This is an optimization exercise on Yosys and OpenROAD, whose aim is small area, not a production implementation. Where RTL was checked, it was by simulation tests only, not by an equivalence proof against the original. The flow treats the clock pin as an ideal source, which a real chip does not have. No activity file was given, so power comes from the tool's default toggle rates.

Setup of JK:
==> flow/design.v <==
module seq_mac_unit #(
    parameter int N                  = 41,
    parameter int CLK_DIV_MULTIPLIER = 50
) (
    input  logic           clk_i,
    input  logic           rst_i,
    input  logic           MUL_Start_STRB_i,
    input  logic [2*N-1:0] a_i,
    input  logic [2*N-1:0] b_i,
    input  logic [2*N-1:0] acc_i,
    output logic           MUL_Done_STRB_o,
    output logic [2*N-1:0] out_o,
    output logic           busy_o
);
    localparam int W    = 2 * N;
    localparam int LAT  = N * CLK_DIV_MULTIPLIER + 1;  
    localparam int P    = N + 1;                       
    localparam int WORK = N * P + N;                   
    localparam int WAIT = LAT - WORK;                  
    localparam int NPL  = (WAIT + P - 1) / P;          
    localparam logic [5:0] S_INIT = 6'(64 - NPL);
    localparam int AR = WAIT % P;
    localparam int HR = (WAIT + N * P) % N;
    logic          busy_q, done_q;
    logic          t2_q;
    logic [1:0]    q3_q;
    logic [2:0]    q7_q;
    logic [5:0]    s_q;
    logic          c_q;
    logic [N-1:0]  h_q, l_q;
    logic [N:0]    a_q;        
    logic [N-1:0]  ah_q;       
    logic [N:0]    a_ld;
    logic [N-1:0]  ah_ld;
    logic last, p_last, p_sign, in_mul, in_fin, sub, pre, pol;
    logic a0, ah0, h0, x, sum, maj, s41;
    logic unused_upper_s;
    assign unused_upper_s = ^{a_i[W-1:N], b_i[W-1:N]};
    assign p_last = t2_q & ~q3_q[0] & (q7_q == 3'b001);                
    assign p_sign = ~t2_q & q3_q[1] & q3_q[0] & (q7_q == 3'b100);      
    assign in_mul = ~s_q[5] | (~s_q[4] & ~(s_q[3] & s_q[0]));  
    assign in_fin = s_q[5] & ~s_q[4] & s_q[3] & s_q[0];        
    assign sub    = s_q[5] & ~s_q[4] & s_q[3] & ~s_q[0];       
    assign pre    = s_q[5] & ~s_q[3] & s_q[2] & s_q[1] & s_q[0];  
    assign last   = in_fin & p_sign;
    assign pol    = ~t2_q;    
    assign a0  = a_q[0] ^ pol;
    assign ah0 = ah_q[0] ^ pol;
    assign h0  = h_q[0];
    assign x   = in_mul ? ((l_q[0] & a0) ^ sub) : ah0;
    assign sum = h0 ^ x ^ c_q;
    assign maj = (h0 & x) | (c_q & (h0 ^ x));
    assign s41 = h0 ^ x ^ maj;      
    always_ff @(posedge clk_i or posedge rst_i) begin
        if (rst_i) begin
            busy_q <= 1'b0;
            done_q <= 1'b0;
        end else begin
            busy_q <= (MUL_Start_STRB_i & ~busy_q) | (busy_q & ~last);
            done_q <= busy_q & last;
        end
    end
    always_ff @(posedge clk_i) begin
        if (!busy_q) begin
            t2_q <= 1'b0;
            q3_q <= 2'b01;
            q7_q <= 3'b001;
            s_q  <= S_INIT;
        end else begin
            t2_q <= ~t2_q;
            q3_q <= {q3_q[0], q3_q[1] ^ q3_q[0]};
            q7_q <= {q7_q[1:0], q7_q[2] ^ q7_q[1]};
            s_q  <= s_q + {5'd0, p_last};
        end
    end
    for (genvar i = 0; i <= N; i++) begin : g_a_ld
        if (((i + P - AR) % P) == N) begin : g_acc40
            assign a_ld[i] = acc_i[N-1];
        end else begin : g_a
            assign a_ld[i] = a_i[(i + P - AR) % P];
        end
    end
    for (genvar i = 0; i < N; i++) begin : g_ah_ld
        assign ah_ld[i] = acc_i[N + ((i + N - HR) % N)];
    end
    logic [N:0]   a_d;
    logic [N-1:0] ah_d;
    logic idle;
    assign idle = ~busy_q;
    for (genvar i = 0; i <= N; i++) begin : g_a
        smac_ring u_r (.sel(busy_q), .sel_n(idle), .a(a_q[(i + 1) % (N + 1)]), .b(a_ld[i]),
                       .y(a_d[i]));
    end
    for (genvar i = 0; i < N; i++) begin : g_ah
        smac_ring u_r (.sel(busy_q), .sel_n(idle), .a(ah_q[(i + 1) % N]), .b(ah_ld[i]),
                       .y(ah_d[i]));
    end
    always_ff @(posedge clk_i) begin
        a_q  <= a_d;
        ah_q <= ah_d;
    end
    always_ff @(posedge clk_i) begin
        if (p_last) begin
            c_q <= pre | (sub & a0);
        end else if (p_sign & in_mul) begin
            c_q <= s41;
        end else begin
            c_q <= maj;
        end
    end
    logic sel_ld, sel_step, sel_sh, sel_hold, sel_lhold, h_top;
    logic [N-1:0] h_d, l_d, h_nx, l_nx;
    assign sel_ld    = MUL_Start_STRB_i & ~busy_q;
    assign sel_step  = busy_q & in_mul & p_last;
    assign sel_sh    = busy_q & ~(s_q[5] & s_q[4]);    
    assign sel_hold  = ~(sel_ld | sel_sh);
    assign sel_lhold = ~(sel_ld | sel_step);
    assign h_top     = p_last ? c_q : sum;
    assign h_nx      = {h_top, h_q[N-1:1]};
    assign l_nx      = {h_q[0], l_q[N-1:1]};
    for (genvar i = 0; i < N; i++) begin : g_hl
        smac_sel3 u_h (.ld(sel_ld), .sh(sel_sh), .hd(sel_hold),
                       .a(acc_i[i]), .b(h_nx[i]), .c(h_q[i]), .y(h_d[i]));
        smac_sel3 u_l (.ld(sel_ld), .sh(sel_step), .hd(sel_lhold),
                       .a(b_i[i]), .b(l_nx[i]), .c(l_q[i]), .y(l_d[i]));
    end
    always_ff @(posedge clk_i) begin
        h_q <= h_d;
        l_q <= l_d;
    end
    assign out_o           = {h_q, l_q};
    assign MUL_Done_STRB_o = done_q;
    assign busy_o          = busy_q;
endmodule
module smac_ring (
    input  logic sel,
    input  logic sel_n,
    input  logic a,
    input  logic b,
    output logic y
);
    assign y = ~((sel | b) & (sel_n | a));
endmodule
module smac_sel3 (
    input  logic ld,
    input  logic sh,
    input  logic hd,
    input  logic a,
    input  logic b,
    input  logic c,
    output logic y
);
    assign y = (ld & a) | (sh & b) | (hd & c);
endmodule
==> flow/config.mk <==
export PLATFORM = sky130hd
export DESIGN_NAME = seq_mac_unit
export DESIGN_NICKNAME = seq_mac_unit
export VERILOG_FILES = /design/flow/design.v
export SDC_FILE = /design/flow/constraint.sdc
export NUM_CORES = 4
export LEC_CHECK = 0
export CAP_MARGIN = 0
export CORE_MARGIN = 2
export CORE_UTILIZATION = 55
export PLACE_DENSITY = 0.68
export SLEW_MARGIN = 0
export SYNTH_HIERARCHICAL = 1
export SYNTH_MINIMUM_KEEP_SIZE = 0
==> flow/constraint.sdc <==
create_clock -name core_clock -period 10.0 [get_ports {clk_i}]
set_input_delay 2.0000 -clock core_clock [delete_from_list [all_inputs] [get_ports {clk_i}]]
set_output_delay 2.0000 -clock core_clock [all_outputs]
set_load 0.01 [all_outputs]
standard.sh (not shown) runs the stock make flow with config.mk's settings and CLKGATE_MAP_FILE= SYNTH_SCRIPT=/design/flow/synth_recipe.tcl, a recipe that flattens the netlist after the stock synthesis.
==> flow/flow/run.sh <==
#!/bin/bash
# Standard ORFS layout (the standard.sh, standard synthesis unchanged) with
# changes of cell choice only: the port buffers are the smallest buffer, the
# clock tree is built from clkbuf_8 without dummy loads, and after CTS each
# clock buffer is downsized where the flip-flop clock slew stays low.
set -euo pipefail
export BUFFER_PORTS_ARGS="-buffer_cell sky130_fd_sc_hd__buf_1"
export CTS_ARGS="-sink_clustering_enable -repair_clock_nets -dont_use_dummy_load -buf_list sky130_fd_sc_hd__clkbuf_8 -root_buf sky130_fd_sc_hd__clkbuf_8"
export POST_CTS_TCL="$PWD/flow/downsize.tcl"
bash standard.sh > standard.log 2>&1
==> flow/flow/downsize.tcl <==
# Downsize clock buffers to clkbuf_4 (then clkbuf_2) where the flip-flop clock
# pins they drive keep a slew under the limit (placement parasitics).
proc ctsd_worst_clk_slew {} {
  set worst 0
  foreach pin [get_pins -hierarchical */CLK] {
    set s [get_property $pin slew_max]
    if {$s > $worst} {set worst $s}
  }
  return $worst
}
set ctsd_limit 0.120
estimate_parasitics -placement
foreach size {4 2} {
  foreach inst [get_cells *] {
    set m [get_property $inst ref_name]
    if {![string match "sky130_fd_sc_hd__clkbuf_*" $m]} continue
    set cur [string range $m [expr [string last _ $m]+1] end]
    if {$cur <= $size} continue
    replace_cell $inst sky130_fd_sc_hd__clkbuf_$size
    estimate_parasitics -placement
    if {[ctsd_worst_clk_slew] > $ctsd_limit} {
      replace_cell $inst $m
      estimate_parasitics -placement
    } else {
      puts "CTSD [get_property $inst name] $m -> clkbuf_$size"
    }
  }
}
puts "CTSD worst clock slew [ctsd_worst_clk_slew]"
detailed_placement
check_placement
diff inputs: JK => MS
diff --git a/flow/design.v b/flow/design.v
--- a/flow/design.v
+++ b/flow/design.v
@@ -82,21 +82,17 @@
     end
     for (genvar i = 0; i < N; i++) begin : g_ah_ld
         assign ah_ld[i] = acc_i[N + ((i + N - HR) % N)];
     end
     logic [N:0]   a_d;
     logic [N-1:0] ah_d;
-    logic idle;
-    assign idle = ~busy_q;
     for (genvar i = 0; i <= N; i++) begin : g_a
-        smac_ring u_r (.sel(busy_q), .sel_n(idle), .a(a_q[(i + 1) % (N + 1)]), .b(a_ld[i]),
-                       .y(a_d[i]));
+        smac_ring u_r (.sel(busy_q), .a(a_q[(i + 1) % (N + 1)]), .b(a_ld[i]), .y(a_d[i]));
     end
     for (genvar i = 0; i < N; i++) begin : g_ah
-        smac_ring u_r (.sel(busy_q), .sel_n(idle), .a(ah_q[(i + 1) % N]), .b(ah_ld[i]),
-                       .y(ah_d[i]));
+        smac_ring u_r (.sel(busy_q), .a(ah_q[(i + 1) % N]), .b(ah_ld[i]), .y(ah_d[i]));
     end
     always_ff @(posedge clk_i) begin
         a_q  <= a_d;
         ah_q <= ah_d;
     end
     always_ff @(posedge clk_i) begin
@@ -107,48 +103,61 @@
         end else begin
             c_q <= maj;
         end
     end
     logic sel_ld, sel_step, sel_sh, sel_hold, sel_lhold, h_top;
     logic [N-1:0] h_d, l_d, h_nx, l_nx;
-    assign sel_ld    = MUL_Start_STRB_i & ~busy_q;
-    assign sel_step  = busy_q & in_mul & p_last;
-    assign sel_sh    = busy_q & ~(s_q[5] & s_q[4]);    
-    assign sel_hold  = ~(sel_ld | sel_sh);
-    assign sel_lhold = ~(sel_ld | sel_step);
+    logic sel_lld;
+    smac_sel u_hsel (.start(MUL_Start_STRB_i), .busy(busy_q),
+                     .shift(~(s_q[5] & s_q[4])),    
+                     .ld(sel_ld), .sh(sel_sh), .hd(sel_hold));
+    smac_sel u_lsel (.start(MUL_Start_STRB_i), .busy(busy_q),
+                     .shift(in_mul & p_last),       
+                     .ld(sel_lld), .sh(sel_step), .hd(sel_lhold));
     assign h_top     = p_last ? c_q : sum;
     assign h_nx      = {h_top, h_q[N-1:1]};
     assign l_nx      = {h_q[0], l_q[N-1:1]};
     for (genvar i = 0; i < N; i++) begin : g_hl
         smac_sel3 u_h (.ld(sel_ld), .sh(sel_sh), .hd(sel_hold),
                        .a(acc_i[i]), .b(h_nx[i]), .c(h_q[i]), .y(h_d[i]));
-        smac_sel3 u_l (.ld(sel_ld), .sh(sel_step), .hd(sel_lhold),
+        smac_sel3 u_l (.ld(sel_lld), .sh(sel_step), .hd(sel_lhold),
                        .a(b_i[i]), .b(l_nx[i]), .c(l_q[i]), .y(l_d[i]));
     end
     always_ff @(posedge clk_i) begin
         h_q <= h_d;
         l_q <= l_d;
     end
     assign out_o           = {h_q, l_q};
     assign MUL_Done_STRB_o = done_q;
     assign busy_o          = busy_q;
 endmodule
 module smac_ring (
     input  logic sel,
-    input  logic sel_n,
     input  logic a,
     input  logic b,
     output logic y
 );
-    assign y = ~((sel | b) & (sel_n | a));
+    assign y = ~(sel ? a : b);
 endmodule
 module smac_sel3 (
     input  logic ld,
     input  logic sh,
     input  logic hd,
     input  logic a,
     input  logic b,
     input  logic c,
     output logic y
 );
     assign y = (ld & a) | (sh & b) | (hd & c);
 endmodule
+module smac_sel (
+    input  logic start,
+    input  logic busy,
+    input  logic shift,
+    output logic ld,
+    output logic sh,
+    output logic hd
+);
+    assign ld = start & ~busy;
+    assign sh = busy & shift;
+    assign hd = ~(ld | sh);
+endmodule
### Flow results
Compared with JK, in MS setup slack after layout increased 0.57 ns, combinational share of power fell 1.3 points. MS -> JK: async set-reset flop share out of synthesis delta 0, exact match. Post-layout instance area was higher in MS than in JK. Number of signal-net buffers in the layout: MS < JK. MS: final cell count is 0.45% higher than what JK reported. MS vs. JK: post-synthesis to final-layout area growth down 1.7 points; depth of the worst register-to-register path -5.
No functional check of the RTL was part of MS.

-- re-timing with driven ports --
The results above use ideal ports. As a check the final layouts listed here were re-extracted and re-timed, cells and wires unchanged.
Step 1, drivers: a clkbuf_16 drives clk_i and a buf_2 each remaining input, both assumed.
Step 2, shift: input delay + t, output delay - t, t = (earliest + latest rising clock arrival at the registers) / 2. This alone moves slack from input paths to output paths.
Three values: ideal ports, drivers, drivers and shift; two values: the first two.
run	t (ns)	setup WS [ns]	worst register clock-pin slew, ns
JK	0.589	5.798 / 5.765 / 5.967	0.11 / 0.11
MS	0.583	6.371 / 6.337 / 6.382	0.11 / 0.11
After both steps every run listed still meets setup and hold.
